Source: an optimization exercise on an open RTL-to-GDS flow (aim: small area, a short achievable clock period and few clock cycles). Production flows keep margins and buffers that such runs may drop.
Function was checked by simulation only, so behaviour that the tests miss may differ from the original.
Power and IR drop assume default switching activity.

exp/pepper:
## n_queens_backtrack_search
module n_queens_backtrack_search
#(
  parameter int MAX_QUEENS = DEF_MAX_QUEENS
) (
  input  logic                   clk,
  input  logic                   rst_n,
  input  logic                   cfg_valid,
  output logic                   cfg_ready,
  input  logic [CFG_IDX_W-1:0]   cfg_index,
  input  logic [CFG_DATA_W-1:0]  cfg_data,
  input  logic                   in_tvalid,
  output logic                   in_tready,
  input  logic [IN_TDATA_W-1:0]  in_tdata,    
  output logic                   out_tvalid,
  input  logic                   out_tready,
  output logic [OUT_TDATA_W-1:0] out_tdata,
  output logic                   out_tlast
);
Size: about 2200 cells after synthesis, about 250 flip-flops, roughly 66 I/O pins, roughly 16000 um2 of cells after synthesis.
clock: 10.0 ns
lec_check: 0
abc_area: 1
cap_margin: 20
core_margin: 2
core_utilization: 40
cts_cluster_diameter: 100
cts_cluster_size: 30
place_density: 0.75
setup_slack_margin: 5
slew_margin: 20
tns_end_percent: 0
run.sh (not shown) runs the stock make flow with config.mk's settings and CLKGATE_MAP_FILE= SYNTH_SCRIPT=/design/flow/synth_recipe.tcl, a recipe that flattens the netlist after the stock synthesis.
Testbench counts of exp/pepper, summed over its fixed seeds: cycles 172,077.
The following lists how exp/fjord was set up differently from exp/pepper:
-- flow/config.mk --
<<< exp/pepper, line 13
export CTS_CLUSTER_SIZE = 30
>>> exp/fjord, line 13
export CTS_CLUSTER_SIZE = 24
### Flow results
- exp/pepper -> exp/fjord: wire length flat
- Fmax: exp/fjord above exp/pepper
- Relative to exp/pepper, the count of clock-buffer cells in the layout of exp/fjord is higher by 2.
- On first-pass GRT wire length, exp/fjord tracks exp/pepper almost exactly.
- | share of power burned in registers | lower: exp/pepper |
- When exp/fjord is measured against exp/pepper, its number of gates resized after cts turns out 15 higher.
- Cmp exp/pepper and exp/fjord / sum of internal, switching and leakage power / higher: exp/pepper
#### Input delta (exp/harbor over exp/fjord)
-- flow/config.mk --
<<< exp/fjord, line 14
>>> exp/harbor, line 14
export GPL_ROUTABILITY_DRIVEN = 0
==> results.txt <==
- exp/harbor vs exp/fjord, detailed placement HPWL went down by 3800 um.
- From exp/fjord to exp/harbor the numbers moved as follows: number of multi-input logic gates has remained practically unchanged, total routed wirelength lost 6.2%, internal portion of total power held, per-cell routed wire length shows a reduction of 6.2%, total track usage shrank by 2.1 points.
- exp/harbor against exp/fjord; wire length of the first global-routing pass is down by a few percent.
- Total routed wire length on the met1 layer in exp/harbor is about 15% lower than in exp/fjord
- The sequential share of layout area on exp/harbor is in line with that on exp/fjord.
- Max capacitance violation total: exp/fjord vs exp/harbor identical
- Length in cells of the worst reg-to-reg path: exp/harbor lower than exp/fjord
The following lists how exp/raven was set up differently from exp/harbor:
-- flow/config.mk --
<<< exp/harbor, line 11
export CORE_UTILIZATION = 40
>>> exp/raven, line 11
export CORE_UTILIZATION = 50
<<< exp/harbor, line 14
export GPL_ROUTABILITY_DRIVEN = 0
>>> exp/raven, line 14
Notes after the runs:
- exp/raven vs. exp/harbor: switching share of total power increased 1.2 points; die area decreased 8300 um2; combined buffer and inverter count along the critical path decreased 2.

---

Setup of build 15:
Starting RTL as in the previous note.
==> flow/design.v (excerpt) <==
module n_queens_backtrack_search
#(
  parameter int MAX_QUEENS = DEF_MAX_QUEENS
) (
  input  logic                   clk,
  input  logic                   rst_n,
  input  logic                   cfg_valid,
  output logic                   cfg_ready,
  input  logic [CFG_IDX_W-1:0]   cfg_index,
  input  logic [CFG_DATA_W-1:0]  cfg_data,
  input  logic                   in_tvalid,
  output logic                   in_tready,
  input  logic [IN_TDATA_W-1:0]  in_tdata,    
  output logic                   out_tvalid,
  input  logic                   out_tready,
  output logic [OUT_TDATA_W-1:0] out_tdata,
  output logic                   out_tlast
);
export LEC_CHECK = 0
export ABC_AREA = 1
export CAP_MARGIN = 20
export CORE_MARGIN = 2
export CORE_UTILIZATION = 40
export SETUP_SLACK_MARGIN = 5
export SLEW_MARGIN = 20
export TNS_END_PERCENT = 0
create_clock -name core_clock -period 10.0 [get_ports {clk}]
Testbench counts of build 15, summed over its fixed seeds: cycles 172,077.
Relative to build 15, the following input files were edited for build 66:
Settings: CTS_CLUSTER_DIAMETER now 100, previously not set; CTS_CLUSTER_SIZE now 30, previously not set.
Notes after the runs:
The final layouts of build 15 and build 66 pass the timing, DRC and antenna checks.
Build 66 vs. build 15: area overhead of the layout relative to synthesis shrank by 2.9 points, switching part of the total saw an increase, longest individual stage delay on the worst path decreased 0.13 ns, core occupancy in the finished layout fell 1.2 points, count of buffers not belonging to the clock network in the layout rose by 6.
Final cell count: lower on build 66
From build 15 to build 66 the numbers moved as follows: global-route wire length before repair about even, fraction of the cycle the final worst path needs decreased 0.53 points, total length of routed wires decreased by 0.72% relative to the old numbers, post-layout instance area lost about 2.4%, area after synthesis level.
[inputs] build 41 vs build 66
Settings: removing CTS_CLUSTER_SIZE (formerly 30); removing TNS_END_PERCENT (formerly 0); removing CTS_CLUSTER_DIAMETER (formerly 100).
==> flow/flow/run.sh (new file) <==
#!/bin/bash
set -euo pipefail
bash standard.sh SETUP_SLACK_MARGIN=5.5 finish > standard.log 2>&1
==> flow/standard.sh (new file) <==
#!/bin/bash
# synth_recipe.tcl (not shown) runs the flow's synth.tcl, then flattens the netlist and writes it again
# the make line also repeats each setting of config.mk as NAME=value (left out here)
make -C /OpenROAD-flow-scripts/flow DESIGN_CONFIG=/design/flow/config.mk WORK_HOME=/design/flow/orfs CLKGATE_MAP_FILE= SYNTH_SCRIPT=/design/flow/synth_recipe.tcl "${@:-finish}"
removed: flow/run.sh
--- outcome ---
- No stage failed in build 41, and the final checks on the layout all came back clean.
- Relative to build 66, the clock share of power of build 41 is higher by 6.3 points.
- Final critical-path required period: build 41 < build 66
- Build 41 vs build 66 — maximum clock frequency climbed slightly
Edits applied to the flow inputs when going from build 41 to build 58:
Settings: CTS_CLUSTER_SIZE now 30, previously not set; CTS_CLUSTER_DIAMETER now 60, previously not set; TNS_END_PERCENT now 0, previously not set.
==> flow/run.sh (new file) <==
#!/bin/bash
# synth_recipe.tcl (not shown) runs the flow's synth.tcl, then flattens the netlist and writes it again
# the make line also repeats each setting of config.mk as NAME=value (left out here)
make -C /OpenROAD-flow-scripts/flow DESIGN_CONFIG=/design/flow/config.mk WORK_HOME=/design/flow/orfs CLKGATE_MAP_FILE= SYNTH_SCRIPT=/design/flow/synth_recipe.tcl finish
removed: flow/flow/run.sh
removed: flow/standard.sh
Notes after the runs:
- depth_r[0] as the launch point of the critical path was reported by build 58, and k_r[0] by build 41.
- In the reports for build 58 and build 41, the larger maximum frequency belongs to build 41.
- From build 41 to build 58 the numbers moved as follows: total non-filler cell area in the finished layout down 1300 sq um, leakage power saw a decrease, pre-CTS worst setup slack fell 0.15 ns, total routing usage reported by global routing has decreased.

[re-timing with driven ports]
No port has a modelled driver above. Below, the same layouts with a new extraction and two added sets of constraints. Step 1: set_driving_cell puts a clkbuf_16 on clk and a buf_2 on each other input, an assumption about the parent block. Step 2, shift: input delay + t, output delay - t, t = (earliest + latest rising clock arrival at the registers) / 2. This alone moves slack from input paths to output paths. Three values: no drivers, after step 1, after step 2; two values: the first two.
run | shift t [ns] | slack for setup (ns) | hold WS [ns] | latest minus earliest clock arrival (ns)
exp/pepper | 0.566 | 4.841 / 4.785 / 5.080 | 0.466 / 0.466 / 0.466 | 0.024 / 0.024
exp/fjord | 0.556 | 4.865 / 4.810 / 5.076 | 0.465 / 0.465 / 0.465 | 0.033 / 0.033
exp/harbor | 0.550 | 4.854 / 4.805 / 4.963 | 0.478 / 0.478 / 0.478 | 0.021 / 0.022
exp/raven | 0.561 | 4.728 / 4.672 / 5.013 | 0.459 / 0.459 / 0.459 | 0.025 / 0.024
build 15 | 0.622 | 4.723 / 4.662 / 4.902 | 0.448 / 0.448 / 0.448 | 0.009 / 0.010
build 66 | 0.549 | 4.776 / 4.721 / 4.944 | 0.465 / 0.465 / 0.465 | 0.027 / 0.027
build 41 | 0.603 | 4.793 / 4.740 / 5.085 | 0.450 / 0.450 / 0.450 | 0.014 / 0.014
build 58 | 0.614 | 4.679 / 4.628 / 4.835 | 0.456 / 0.456 / 0.456 | 0.048 / 0.048
After both steps setup and hold are still met in every run listed.
